From an optimization exercise on the open Yosys and OpenROAD flow, aimed at small area and a short achievable clock period; shortcuts taken in it are not production practice. Function was checked by simulation only, so behaviour that the tests miss may differ from the original. Power figures rest on the tool's default switching activity, not on a simulated workload.

## mac_top
module mac_top (
	input  logic                        clk,
	input  logic                        reset,
	input  logic                        i_start,
	input  logic                        i_valid,
	input  mac_pkg::pixel_t             i_pixel,
	input  mac_pkg::weight_word_t       i_weights,
	input  logic                        i_last,
	output logic                        o_busy,
	output logic                        o_valid,
	output mac_pkg::neuron_idx_t        o_index,
	output logic signed [mac_pkg::ACC_W-1:0] o_value,
	output logic                        o_done
);
Size in the first run: roughly 6300 cells after synthesis, about 130 I/O pins, about 100000 um2 of cells after synthesis.
==> flow/config.mk <==
export PLATFORM = sky130hd
export DESIGN_NAME = mac_top
export DESIGN_NICKNAME = mac_top
export VERILOG_FILES = /design/flow/design.v
export SDC_FILE = /design/flow/constraint.sdc
export NUM_CORES = 4
export LEC_CHECK = 0
export CAP_MARGIN = 20
export CORE_MARGIN = 2
export CORE_UTILIZATION = 65
export CTS_CLUSTER_DIAMETER = 100
export CTS_CLUSTER_SIZE = 24
export SETUP_SLACK_MARGIN = 5.0
export SLEW_MARGIN = 20
==> flow/constraint.sdc <==
create_clock -name core_clock -period 8.0 [get_ports {clk}]
set_input_delay 1.6000 -clock core_clock [delete_from_list [all_inputs] [get_ports {clk}]]
set_output_delay 1.6000 -clock core_clock [all_outputs]
set_load 0.01 [all_outputs]
standard.sh (not shown) runs the stock make flow with config.mk's settings and CLKGATE_MAP_FILE= SYNTH_SCRIPT=/design/flow/synth_recipe.tcl, a recipe that flattens the netlist after the stock synthesis.
==> flow/flow/run.sh <==
#!/bin/bash
# The standard layout (standard synthesis unchanged), with two settings
# changed on the make command line:
#  - the port buffers are buf_4 cells instead of the delay-cell buffers that
#    buffer_ports picks by default (every port still gets its own buffer);
#  - timing repair aims for 5.05 ns of setup slack at the 8 ns clock.
# The full output of the flow is kept in standard.log; ORFS writes each
# step's log under orfs/logs.
set -o pipefail
bash standard.sh "BUFFER_PORTS_ARGS=-buffer_cell sky130_fd_sc_hd__buf_4" SETUP_SLACK_MARGIN=5.05 finish > standard.log 2>&1
The starting point finished clean.
Change:
--- a/flow/flow/run.sh
+++ b/flow/flow/run.sh
@@ -6 +6 @@
-#  - timing repair aims for 5.05 ns of setup slack at the 8 ns clock.
+#  - timing repair aims for 5.3 ns of setup slack at the 8 ns clock.
@@ -10 +10 @@
-bash standard.sh "BUFFER_PORTS_ARGS=-buffer_cell sky130_fd_sc_hd__buf_4" SETUP_SLACK_MARGIN=5.05 finish > standard.log 2>&1
+bash standard.sh "BUFFER_PORTS_ARGS=-buffer_cell sky130_fd_sc_hd__buf_4" SETUP_SLACK_MARGIN=5.3 finish > standard.log 2>&1
Effect: Setup slack improved by 3.5 ps; fmax is about the same; sequential cell count does not change; first-iteration DRC count rises by 7.0%; routed wire length rises by about 5%; power rises by about 2%; synthesized area is unchanged.

========
Another version of the RTL of mac_top (not shown whole).
Size in the first run: about 6300 cells after synthesis, roughly 100000 um^2 of cells after synthesis.
export LEC_CHECK = 0
export CAP_MARGIN = 20
export CORE_MARGIN = 2
export CORE_UTILIZATION = 65
export CTS_CLUSTER_DIAMETER = 100
export CTS_CLUSTER_SIZE = 24
export SETUP_SLACK_MARGIN = 5.0
export SLEW_MARGIN = 20
create_clock -name core_clock -period 8.0 [get_ports {clk}]
==> flow/flow/run.sh <==
#!/bin/bash
# The standard layout (standard synthesis unchanged), with two settings
# changed on the make command line:
#  - the port buffers are buf_4 cells instead of the delay-cell buffers that
#    buffer_ports picks by default (every port still gets its own buffer);
#  - timing repair aims for 5.15 ns of setup slack at the 8 ns clock.
# The full output of the flow is kept in standard.log; ORFS writes each
# step's log under orfs/logs.
set -o pipefail
bash standard.sh "BUFFER_PORTS_ARGS=-buffer_cell sky130_fd_sc_hd__buf_4" SETUP_SLACK_MARGIN=5.15 finish > standard.log 2>&1
The baseline passed the timing, design-rule and antenna checks.
Next try:
--- a/flow/flow/run.sh
+++ b/flow/flow/run.sh
@@ -6 +6 @@
-#  - timing repair aims for 5.15 ns of setup slack at the 8 ns clock.
+#  - timing repair aims for 5.3 ns of setup slack at the 8 ns clock.
@@ -10 +10 @@
-bash standard.sh "BUFFER_PORTS_ARGS=-buffer_cell sky130_fd_sc_hd__buf_4" SETUP_SLACK_MARGIN=5.15 finish > standard.log 2>&1
+bash standard.sh "BUFFER_PORTS_ARGS=-buffer_cell sky130_fd_sc_hd__buf_4" SETUP_SLACK_MARGIN=5.3 finish > standard.log 2>&1
--- a/flow/config.mk
+++ b/flow/config.mk
@@ -11,2 +11,2 @@
-export CTS_CLUSTER_DIAMETER = 100
-export CTS_CLUSTER_SIZE = 24
+export CTS_CLUSTER_DIAMETER = 80
+export CTS_CLUSTER_SIZE = 20
Clock power rose by 17%.
Area after synthesis does not change.
Fmax rose by 0.40%.
Core utilization rose by 2.6 points.
Setup slack gets better by 11 ps.
Critical path depth does not change.
Global-route usage rose by 0.64 points.
Design area rose by 3.6%.
Total power rose by 5.8%.

[port drivers added, routing unchanged]
The flow's constraints put no driver on any port. The routed layouts listed below were extracted and timed again, unchanged, in two steps.
Step 1: set_driving_cell puts a clkbuf_16 on clk and a buf_2 on each other input, an assumption about the parent block.
Step 2 adds t to the input delays and takes it off the output delays; t is the mean of the earliest and latest rising clock arrival at the registers after step 1. Input paths then give back, and output paths get back, about the clock's delay inside the block.
Slacks: no drivers / after step 1 / after step 2; pairs: no drivers / after step 1.
run	t (ns)	setup WS [ns]	worst setup path after step 2
the first run of note 1	0.841	5.088 / 5.006 / 5.092	register to register
the second run of note 1	0.847	5.091 / 5.010 / 5.268	register to register
the first run of note 2	0.865	5.153 / 5.069 / 5.194	register to register
the second run of note 2	0.870	5.165 / 5.081 / 5.210	register to register
After both steps setup and hold are still met in every run listed.
